From an optimization exercise on the open Yosys and OpenROAD flow, aimed at small area; shortcuts taken in it are not production practice.
The RTL was checked by simulation tests, not by an equivalence proof against the original design.

===== design/flow/config.mk =====
export PLATFORM = sky130hd
export DESIGN_NAME = conv_pe_top
export DESIGN_NICKNAME = conv_pe_top
export VERILOG_FILES = /design/flow/design.v
export SDC_FILE = /design/flow/constraint.sdc
export NUM_CORES = 4
export LEC_CHECK = 0
export CAP_MARGIN = 20
export CORE_MARGIN = 5
export CORE_UTILIZATION = 40
export SLEW_MARGIN = 20

===== design/flow/constraint.sdc =====
create_clock -name core_clock -period 13.0 [get_ports {clk}]
set_input_delay 2.6000 -clock core_clock [delete_from_list [all_inputs] [get_ports {clk}]]
set_output_delay 2.6000 -clock core_clock [all_outputs]
set_load 0.01 [all_outputs]

===== design/flow/design.v =====
package conv_geom_pkg;
	localparam int DEF_KERNEL_W = 3;	 
	localparam int DEF_KERNEL_H = 3;	 
	localparam int DEF_OUT_W    = 4;	 
	localparam int DEF_OUT_H    = 2;	 
	typedef logic [5:0] col_t;
	typedef logic [5:0] row_t;
	typedef logic [3:0] win_row_t;
	typedef logic [5:0] chnl_t;	 
	typedef logic [3:0] tap_t;	 
endpackage
package conv_data_pkg;
	typedef logic signed [15:0] sample_t;
	typedef logic signed [31:0] acc_t;
	localparam int FIN_PAR = 3;
	localparam int FOUT_PAR = 2;
endpackage
`timescale 1ns/100ps
module mac_array
#(
	parameter int KERNEL_W = 3
)
(
	input  logic    clk,
	input  logic    rst_n,
	input  logic    tap_vld,
	input  conv_data_pkg::sample_t fin_ch0,
	input  conv_data_pkg::sample_t fin_ch1,
	input  conv_data_pkg::sample_t fin_ch2,
	input  conv_data_pkg::sample_t wgt_f0_c0,
	input  conv_data_pkg::sample_t wgt_f0_c1,
	input  conv_data_pkg::sample_t wgt_f0_c2,
	input  conv_data_pkg::sample_t wgt_f1_c0,
	input  conv_data_pkg::sample_t wgt_f1_c1,
	input  conv_data_pkg::sample_t wgt_f1_c2,
	output logic    mac_done,
	output conv_data_pkg::acc_t    mac_f0_c0,
	output conv_data_pkg::acc_t    mac_f0_c1,
	output conv_data_pkg::acc_t    mac_f0_c2,
	output conv_data_pkg::acc_t    mac_f1_c0,
	output conv_data_pkg::acc_t    mac_f1_c1,
	output conv_data_pkg::acc_t    mac_f1_c2
);
	conv_data_pkg::sample_t fin [conv_data_pkg::FIN_PAR];
	conv_data_pkg::sample_t wgt [conv_data_pkg::FOUT_PAR][conv_data_pkg::FIN_PAR];
	conv_data_pkg::acc_t    prod [conv_data_pkg::FOUT_PAR][conv_data_pkg::FIN_PAR];
	conv_data_pkg::acc_t    acc [conv_data_pkg::FOUT_PAR][conv_data_pkg::FIN_PAR];
	conv_geom_pkg::tap_t    tap_cnt;
	logic    tap_last;
	assign fin[0] = fin_ch0;
	assign fin[1] = fin_ch1;
	assign fin[2] = fin_ch2;
	assign wgt[0][0] = wgt_f0_c0;
	assign wgt[0][1] = wgt_f0_c1;
	assign wgt[0][2] = wgt_f0_c2;
	assign wgt[1][0] = wgt_f1_c0;
	assign wgt[1][1] = wgt_f1_c1;
	assign wgt[1][2] = wgt_f1_c2;
	assign tap_last = (tap_cnt == conv_geom_pkg::tap_t'(KERNEL_W - 1));
	always_ff @(posedge clk or negedge rst_n)
	begin
		if (!rst_n)
		begin
			tap_cnt  <= '0;
			mac_done <= 1'b0;
		end
		else
		begin
			mac_done <= tap_vld && tap_last;	 
			if (tap_vld)
				tap_cnt <= tap_last ? '0 : tap_cnt + 1'b1;
		end
	end
	always_comb
	begin
		for (int o = 0; o < conv_data_pkg::FOUT_PAR; o++)
		begin
			for (int i = 0; i < conv_data_pkg::FIN_PAR; i++)
				prod[o][i] = conv_data_pkg::acc_t'(fin[i]) * conv_data_pkg::acc_t'(wgt[o][i]);
		end
	end
	always_ff @(posedge clk)
	begin
		if (tap_vld)
		begin
			for (int o = 0; o < conv_data_pkg::FOUT_PAR; o++)
			begin
				for (int i = 0; i < conv_data_pkg::FIN_PAR; i++)
				begin
					if (tap_cnt == '0)
						acc[o][i] <= prod[o][i];	 
					else
						acc[o][i] <= acc[o][i] + prod[o][i];
				end
			end
		end
	end
	assign mac_f0_c0 = acc[0][0];
	assign mac_f0_c1 = acc[0][1];
	assign mac_f0_c2 = acc[0][2];
	assign mac_f1_c0 = acc[1][0];
	assign mac_f1_c1 = acc[1][1];
	assign mac_f1_c2 = acc[1][2];
endmodule
`timescale 1ns/100ps
module channel_sum
(
	input  logic clk,
	input  logic rst_n,
	input  logic mac_done,
	input  conv_data_pkg::acc_t mac_f0_c0,
	input  conv_data_pkg::acc_t mac_f0_c1,
	input  conv_data_pkg::acc_t mac_f0_c2,
	input  conv_data_pkg::acc_t mac_f1_c0,
	input  conv_data_pkg::acc_t mac_f1_c1,
	input  conv_data_pkg::acc_t mac_f1_c2,
	input  conv_data_pkg::acc_t bias_0,
	input  conv_data_pkg::acc_t bias_1,
	input  conv_data_pkg::acc_t psum_0,
	input  conv_data_pkg::acc_t psum_1,
	input  logic first_win_row,
	input  logic win_row_last,
	output logic psum_pop,
	output logic psum_push,
	output conv_data_pkg::acc_t sum_0,
	output conv_data_pkg::acc_t sum_1,
	output logic sum_vld,
	output logic fout_vld,
	output conv_data_pkg::acc_t fout_ch0,
	output conv_data_pkg::acc_t fout_ch1
);
	conv_data_pkg::acc_t chan_0;
	conv_data_pkg::acc_t chan_1;
	conv_data_pkg::acc_t base_0;
	conv_data_pkg::acc_t base_1;
	function automatic logic signed [31:0] relu(input logic signed [31:0] val);
		relu = val[31] ? '0 : val;
	endfunction
	assign chan_0 = mac_f0_c0 + mac_f0_c1 + mac_f0_c2;
	assign chan_1 = mac_f1_c0 + mac_f1_c1 + mac_f1_c2;
	assign base_0 = first_win_row ? bias_0 : psum_0;
	assign base_1 = first_win_row ? bias_1 : psum_1;
	assign psum_pop  = mac_done && !first_win_row;	 
	assign psum_push = sum_vld && !win_row_last;
	always_ff @(posedge clk or negedge rst_n)
	begin
		if (!rst_n)
		begin
			sum_vld  <= 1'b0;
			fout_vld <= 1'b0;
		end
		else
		begin
			sum_vld  <= mac_done;
			fout_vld <= sum_vld && win_row_last;
		end
	end
	always_ff @(posedge clk)
	begin
		if (mac_done)
		begin
			sum_0 <= base_0 + chan_0;
			sum_1 <= base_1 + chan_1;
		end
		if (sum_vld && win_row_last)
		begin
			fout_ch0 <= relu(sum_0);
			fout_ch1 <= relu(sum_1);
		end
	end
endmodule
`timescale 1ns/100ps
module psum_fifo
#(
	parameter int DEPTH = 4
)
(
	input  logic clk,
	input  logic rst_n,
	input  logic push,
	input  logic pop,
	input  conv_data_pkg::acc_t din,
	output conv_data_pkg::acc_t dout
);
	localparam int AW = (DEPTH > 1) ? $clog2(DEPTH) : 1;
	conv_data_pkg::acc_t           mem [DEPTH];
	logic [AW-1:0]  wr_ptr;
	logic [AW-1:0]  rd_ptr;
	always_ff @(posedge clk or negedge rst_n)
	begin
		if (!rst_n)
		begin
			wr_ptr <= '0;
			rd_ptr <= '0;
		end
		else
		begin
			if (push)
				wr_ptr <= (wr_ptr == AW'(DEPTH - 1)) ? '0 : wr_ptr + 1'b1;
			if (pop)
				rd_ptr <= (rd_ptr == AW'(DEPTH - 1)) ? '0 : rd_ptr + 1'b1;
		end
	end
	always_ff @(posedge clk)
	begin
		if (push)
			mem[wr_ptr] <= din;
	end
	assign dout = mem[rd_ptr];	 
endmodule
`timescale 1ns/100ps
module window_counter
#(
	parameter int OUT_W    = 4,
	parameter int KERNEL_H = 3,
	parameter int OUT_H    = 2
)
(
	input  logic     clk,
	input  logic     rst_n,
	input  logic     sum_vld,
	output conv_geom_pkg::col_t     proc_col,
	output conv_geom_pkg::win_row_t proc_win_row,
	output conv_geom_pkg::row_t     proc_row,
	output conv_geom_pkg::chnl_t    proc_chnl,
	output logic     col_last,
	output logic     win_row_last,
	output logic     row_last,
	output logic     first_win_row
);
	assign col_last      = (proc_col == conv_geom_pkg::col_t'(OUT_W - 1));
	assign win_row_last  = (proc_win_row == conv_geom_pkg::win_row_t'(KERNEL_H - 1));
	assign row_last      = (proc_row == conv_geom_pkg::row_t'(OUT_H - 1));
	assign first_win_row = (proc_win_row == '0);
	always_ff @(posedge clk or negedge rst_n)
	begin
		if (!rst_n)
		begin
			proc_col     <= '0;
			proc_win_row <= '0;
			proc_row     <= '0;
			proc_chnl    <= '0;
		end
		else if (sum_vld)
		begin
			if (!col_last)
				proc_col <= proc_col + 1'b1;
			else
			begin
				proc_col <= '0;
				if (!win_row_last)
					proc_win_row <= proc_win_row + 1'b1;
				else
				begin
					proc_win_row <= '0;
					if (!row_last)
						proc_row <= proc_row + 1'b1;
					else
					begin
						proc_row  <= '0;
						proc_chnl <= proc_chnl + 1'b1;	 
					end
				end
			end
		end
	end
endmodule
`timescale 1ns/100ps
module conv_pe_top
#(
	parameter int KERNEL_W = conv_geom_pkg::DEF_KERNEL_W,
	parameter int KERNEL_H = conv_geom_pkg::DEF_KERNEL_H,
	parameter int OUT_W    = conv_geom_pkg::DEF_OUT_W,
	parameter int OUT_H    = conv_geom_pkg::DEF_OUT_H
)
(
	input  logic     clk,
	input  logic     rst_n,
	input  logic     tap_vld,
	input  conv_data_pkg::sample_t  fin_ch0,
	input  conv_data_pkg::sample_t  fin_ch1,
	input  conv_data_pkg::sample_t  fin_ch2,
	input  conv_data_pkg::sample_t  wgt_f0_c0,
	input  conv_data_pkg::sample_t  wgt_f0_c1,
	input  conv_data_pkg::sample_t  wgt_f0_c2,
	input  conv_data_pkg::sample_t  wgt_f1_c0,
	input  conv_data_pkg::sample_t  wgt_f1_c1,
	input  conv_data_pkg::sample_t  wgt_f1_c2,
	input  conv_data_pkg::acc_t     bias_0,
	input  conv_data_pkg::acc_t     bias_1,
	output logic     fout_vld,
	output conv_data_pkg::acc_t     fout_ch0,
	output conv_data_pkg::acc_t     fout_ch1,
	output conv_geom_pkg::chnl_t    proc_chnl,
	output conv_geom_pkg::row_t     proc_row,
	output conv_geom_pkg::col_t     proc_col,
	output conv_geom_pkg::win_row_t proc_win_row,
	output logic     col_last,
	output logic     win_row_last,
	output logic     row_last
);
	logic mac_done;
	conv_data_pkg::acc_t mac_f0_c0, mac_f0_c1, mac_f0_c2;
	conv_data_pkg::acc_t mac_f1_c0, mac_f1_c1, mac_f1_c2;
	logic psum_pop;
	logic psum_push;
	conv_data_pkg::acc_t psum_0, psum_1;
	conv_data_pkg::acc_t sum_0, sum_1;	 
	logic sum_vld;
	logic first_win_row;
	mac_array #(.KERNEL_W(KERNEL_W)) mac_array_inst (
		.clk(clk), .rst_n(rst_n), .tap_vld(tap_vld),
		.fin_ch0(fin_ch0), .fin_ch1(fin_ch1), .fin_ch2(fin_ch2),
		.wgt_f0_c0(wgt_f0_c0), .wgt_f0_c1(wgt_f0_c1), .wgt_f0_c2(wgt_f0_c2),
		.wgt_f1_c0(wgt_f1_c0), .wgt_f1_c1(wgt_f1_c1), .wgt_f1_c2(wgt_f1_c2),
		.mac_done(mac_done),
		.mac_f0_c0(mac_f0_c0), .mac_f0_c1(mac_f0_c1), .mac_f0_c2(mac_f0_c2),
		.mac_f1_c0(mac_f1_c0), .mac_f1_c1(mac_f1_c1), .mac_f1_c2(mac_f1_c2)
	);
	channel_sum channel_sum_inst (
		.clk(clk), .rst_n(rst_n), .mac_done(mac_done),
		.mac_f0_c0(mac_f0_c0), .mac_f0_c1(mac_f0_c1), .mac_f0_c2(mac_f0_c2),
		.mac_f1_c0(mac_f1_c0), .mac_f1_c1(mac_f1_c1), .mac_f1_c2(mac_f1_c2),
		.bias_0(bias_0), .bias_1(bias_1), .psum_0(psum_0), .psum_1(psum_1),
		.first_win_row(first_win_row), .win_row_last(win_row_last),
		.psum_pop(psum_pop), .psum_push(psum_push),
		.sum_0(sum_0), .sum_1(sum_1), .sum_vld(sum_vld),
		.fout_vld(fout_vld), .fout_ch0(fout_ch0), .fout_ch1(fout_ch1)
	);
	psum_fifo #(.DEPTH(OUT_W)) psum_fifo_0 (
		.clk(clk), .rst_n(rst_n), .push(psum_push), .pop(psum_pop),
		.din(sum_0), .dout(psum_0)
	);
	psum_fifo #(.DEPTH(OUT_W)) psum_fifo_1 (
		.clk(clk), .rst_n(rst_n), .push(psum_push), .pop(psum_pop),
		.din(sum_1), .dout(psum_1)
	);
	window_counter #(.OUT_W(OUT_W), .KERNEL_H(KERNEL_H), .OUT_H(OUT_H)) window_counter_inst (
		.clk(clk), .rst_n(rst_n), .sum_vld(sum_vld),
		.proc_col(proc_col), .proc_win_row(proc_win_row),
		.proc_row(proc_row), .proc_chnl(proc_chnl),
		.col_last(col_last), .win_row_last(win_row_last),
		.row_last(row_last), .first_win_row(first_win_row)
	);
endmodule

===== design/flow/run.sh =====
#!/bin/bash
# synth_recipe.tcl (not shown) runs the flow's synth.tcl, then flattens the netlist and writes it again
# the make line also repeats each setting of config.mk as NAME=value (left out here)
make -C /OpenROAD-flow-scripts/flow DESIGN_CONFIG=/design/flow/config.mk WORK_HOME=/design/flow/orfs CLKGATE_MAP_FILE= SYNTH_SCRIPT=/design/flow/synth_recipe.tcl finish

==> metrics list <==
- In this run the horizontal extent of the chip is 499 um.
- Most common library cell in the layout ignoring fill and taps: sky130_fd_sc_hd__inv_1
- The top cell types in the final layout, fill and taps aside, are sky130_fd_sc_hd__inv_1, sky130_fd_sc_hd__fa_1, sky130_fd_sc_hd__nand2_1, sky130_fd_sc_hd__ha_1, sky130_fd_sc_hd__and2_1.
* First-pass GRT wire length: 405000 um
- The clock net in this run drives a total of 611 sinks.
- Worst path required time: 13340 ps
- The die covers 0.249 mm^2.
- Number of DRC markers after the initial detailed-route iteration: 4607
- During synthesis, Yosys emitted a total of 8 warnings.
* Count of endpoints failing hold in the final timing report: 0
- Netlist cell types: 89
* CTS-repair resized insts: 0
- Entering global routing, the biggest net connects 80 pins.
- Total of buffers placed on input and output ports: 298
* Worst-margin pin slew: 1130 ps
- The total overflow left after global routing is 0.
- Clock Tree Root: sky130_fd_sc_hd__clkbuf_16
- The cell area that synthesis handed to floorplanning was 0.0956 mm^2.
* Max-cap check violation count: 0
* Final cell count without fillers: 12.9k
- R2R cell count: 17
- Nature of the critical path endpoint: flop
- Placed instance count: 12.7k
- Setup violations remaining at the end of the flow were counted as 0.
* Final Slew Violations: 0
* Standard cell area after detailed placement: 0.102 mm^2
- Dividing the final minimum period by the clock period gives 0.879.
* DRT Pass-1 Iters: 5
* Minimum clock period: 11430 ps
- Dividing the detail-routed wire length by the instance count gives 19.8 um.
* Final HPWL from detailed placement: 209000 um
- Vias/cell: 5.16
- Clock-pin slew of the registers on the worst-case setup and hold paths: 60 ps
* Core area: 0.238 mm^2
- Max-Slew Margin vs Limit: 0.247
* Fmax: 87.5 MHz
* Max Fanout on Critical Path: 12
* Antenna violation net count after detailed routing: 0
- For this run, the leading register cell type out of synthesis is sky130_fd_sc_hd__edfxtp_1.
- The longest clock path from root to sink contains 3 buffers.
- Post-layout utilization of the core: 0.439
* CTS tree: yes
- Start-to-end type of the worst setup path: in2reg
- Setup repair after global routing left no endpoint under its margin.
* Proportion of synthesized flip-flops having asynchronous set or reset: 0.0606
- Counting every instance in the synthesized netlist gives 9467.
- Total number of H-tree levels: 3
* Cell depth of the worst hold path: 1
- At the later pin of the worst-skew pair, clock insertion delay measures 630 ps.
- Site row count: 179
- The via count of the first global-routing pass is 70.8k.
* Slowest stage delay, CP: 1210 ps
- The net count of the finished layout is 12.3k.
- Routed vias: 66.4k
- Final Wtd Congestion: 0.883
* Hold Path Class: reg2reg
- In this run the most critical hold path is launched from window_counter_inst.proc_chnl[5].
* Layout-stage area growth over the synthesis result: 9.31%
- Final-layout setup total negative slack: 0 ps
- Status: timing/DRC/antenna clean
- The initial utilization of the core area, before any placement, comes to 0.402.
- After synthesis the netlist holds a flip-flop and latch count of 611.
- Drt total wl: 255000 um
- Number of antenna violations at the first check in global routing: 22
- In the final layout, the share of cells above drive strength 1 is 0.0424.
* Filler cells: 22.6k
- After routing the design area is 0.105 mm^2.
- Part of the Yosys area used for sequential elements: 0.190
- For this design the top-level I/O count stands at 301.
* Signal arrival time at the worst endpoint: 11770 ps
* Average cell area after synthesis: 10.1 um^2
- The startpoint identified for the worst register-to-register timing path is psum_fifo_1.rd_ptr[0].
* Die Ht: 499 um
- In this run, CTS created clock tree buffers numbering 71.
- The worst hold path terminates at window_counter_inst.proc_chnl[5].
- Among the stages of the critical path, the cell type that occurs most often is sky130_fd_sc_hd__fa_1.
* Worst-path cell with the longest stage delay: sky130_fd_sc_hd__clkdlybuf4s50_1
* Post-synth EDFFs: 574
- Worst r2r dst: channel_sum_inst.sum_1[31]
- Reg2Reg Setup Slack: 6830 ps
* Total track usage: 0.206
- Startpoint Class: input port
* Detailed-route DRC error count: 0
* CTS Hold Bufs: 0
- After clock tree synthesis, the setup repair step added 0 buffers.
- Skew final: 27.0 ps
-- synth_stat cells (37+ instances only) --
cell type                  instances  area (um^2)
sky130_fd_sc_hd__inv_1          1879         7050
sky130_fd_sc_hd__edfxtp_1        574        17200
sky130_fd_sc_hd__xnor2_1         315         2760
sky130_fd_sc_hd__nand3_1          53          265
sky130_fd_sc_hd__clkbuf_1        300         1130
sky130_fd_sc_hd__nand2b_1         85          532
sky130_fd_sc_hd__o21a_1           49          368
sky130_fd_sc_hd__o21bai_1         55          413
sky130_fd_sc_hd__dfrtp_1          37          926
sky130_fd_sc_hd__nor3_1           42          210
sky130_fd_sc_hd__nor2_1          317         1190
sky130_fd_sc_hd__nand2_1         967         3630
sky130_fd_sc_hd__and2_1          755         4720
sky130_fd_sc_hd__ha_1            766         9580
sky130_fd_sc_hd__xor2_1          135         1180
sky130_fd_sc_hd__nor2b_1          99          619
sky130_fd_sc_hd__o21ai_0         236         1180
sky130_fd_sc_hd__mux2_2           75          845
sky130_fd_sc_hd__a21o_1          171         1280
sky130_fd_sc_hd__mux4_2           64         1440
sky130_fd_sc_hd__a21oi_1         387         1940
sky130_fd_sc_hd__fa_1           1702        34100
-- kinds of logic (layout without fill, tap and decap cells) --
family                     count (synthesis)  in the layout  share of synthesized area
buffers and inverters                   2198           2415                     0.0864
xor gates and xnor gates                 450            450                     0.0412
AOI/OAI and AO/OA                       1147           1147                     0.0755
DFF                                      611            611                      0.190
other                                      1             10                  0.0000392
muxes                                    144            144                     0.0244
adders and majority gates               2468           2468                      0.457
and+or+nand+nor                         2448           2448                      0.126
-- worst max path at each step --
stage	start	to	slack, ps	cells after the start
CTS	fin_ch2[6]	mac_array_inst.acc[5][31]	1490	35
global placement	fin_ch2[9]	mac_array_inst.acc[5][31]	920	32
detailed placement	fin_ch2[6]	mac_array_inst.acc[5][31]	910	34
finish	fin_ch2[10]	mac_array_inst.acc[5][31]	1570	33
global route	fin_ch0[4]	mac_array_inst.acc[3][31]	1170	36
floorplan	wgt_f1_c0[1]	mac_array_inst.acc[3][31]	2760	30
-- sequential cells by signal, summed over array words and instances, names as in the netlist, 31 cells and up --
register,flops
channel_sum_inst.fout_ch0,31
channel_sum_inst.fout_ch1,31
channel_sum_inst.sum_0,32
channel_sum_inst.sum_1,32
mac_array_inst.acc,192
psum_fifo_0.mem,128
psum_fifo_1.mem,128
-- metal layers --
metal | part of all wire | GRT usage | vias to the layer above
met5 | 0.00042 | 0 | -
met4 | 0.021 | 0.0407 | 14
met3 | 0.061 | 0.0267 | 290
met2 | 0.46 | 0.333 | 1931
met1 | 0.46 | 0.301 | 34108
li1 | - | - | 30074
-- per-stage QoR --
stage | hold slack [ps] | setup slack (ps)
5_1_grt | 514 | 1170
4_1_cts | 477 | 1490
3_5_place_dp | 469 | 906
2_1_floorplan | 474 | 2760
6_report | 471 | 1570
3_3_place_gp | 464 | 916
-- worst max-delay path, delay by kind of cell --
kind	cells	cell delay [ps]
buffers and inverters	5	1620
XOR/XNOR	3	730
adder cells (fa/ha/maj)	8	3760
AND/OR/NAND/NOR	8	780
AO/OA/AOI/OAI	9	2270
-- area by class of cell --
class,count,area [um^2],area share
sequential,611,18200,0.174
antenna,8,20.0,0.000192
inverter,1879,7050,0.0675
multi-input combinational,6659,69200,0.662
timing repair buffer,405,3740,0.0358
clock buffer,93,1910,0.0183
clock inverter,38,443,0.00424
tap,3167,3960,0.0379

afterwards: timing with drivers on the ports:
The results above use ideal ports. As a check the final layout listed here was re-extracted and re-timed, cells and wires unchanged.
Step 1: set_driving_cell puts a clkbuf_16 on clk and a buf_2 on each other input, an assumption about the parent block.
Step 2 moves the port delays by t, midway between the first and last clock arrival at a register: inputs arrive t later, outputs are due t later. That takes back most of the time a late clock gives input paths.
Slacks: ideal / step 1 / step 2; pairs: ideal / step 1.
t, ns: 0.692
slack for setup (ns): 1.571 / 1.522 / 0.830
clock arrival spread, ns: 0.034 / 0.035
After both steps this run still meets setup and hold. For this run, drivers alone change the setup slack by -0.049 ns; drivers and shift together by -0.741 ns.
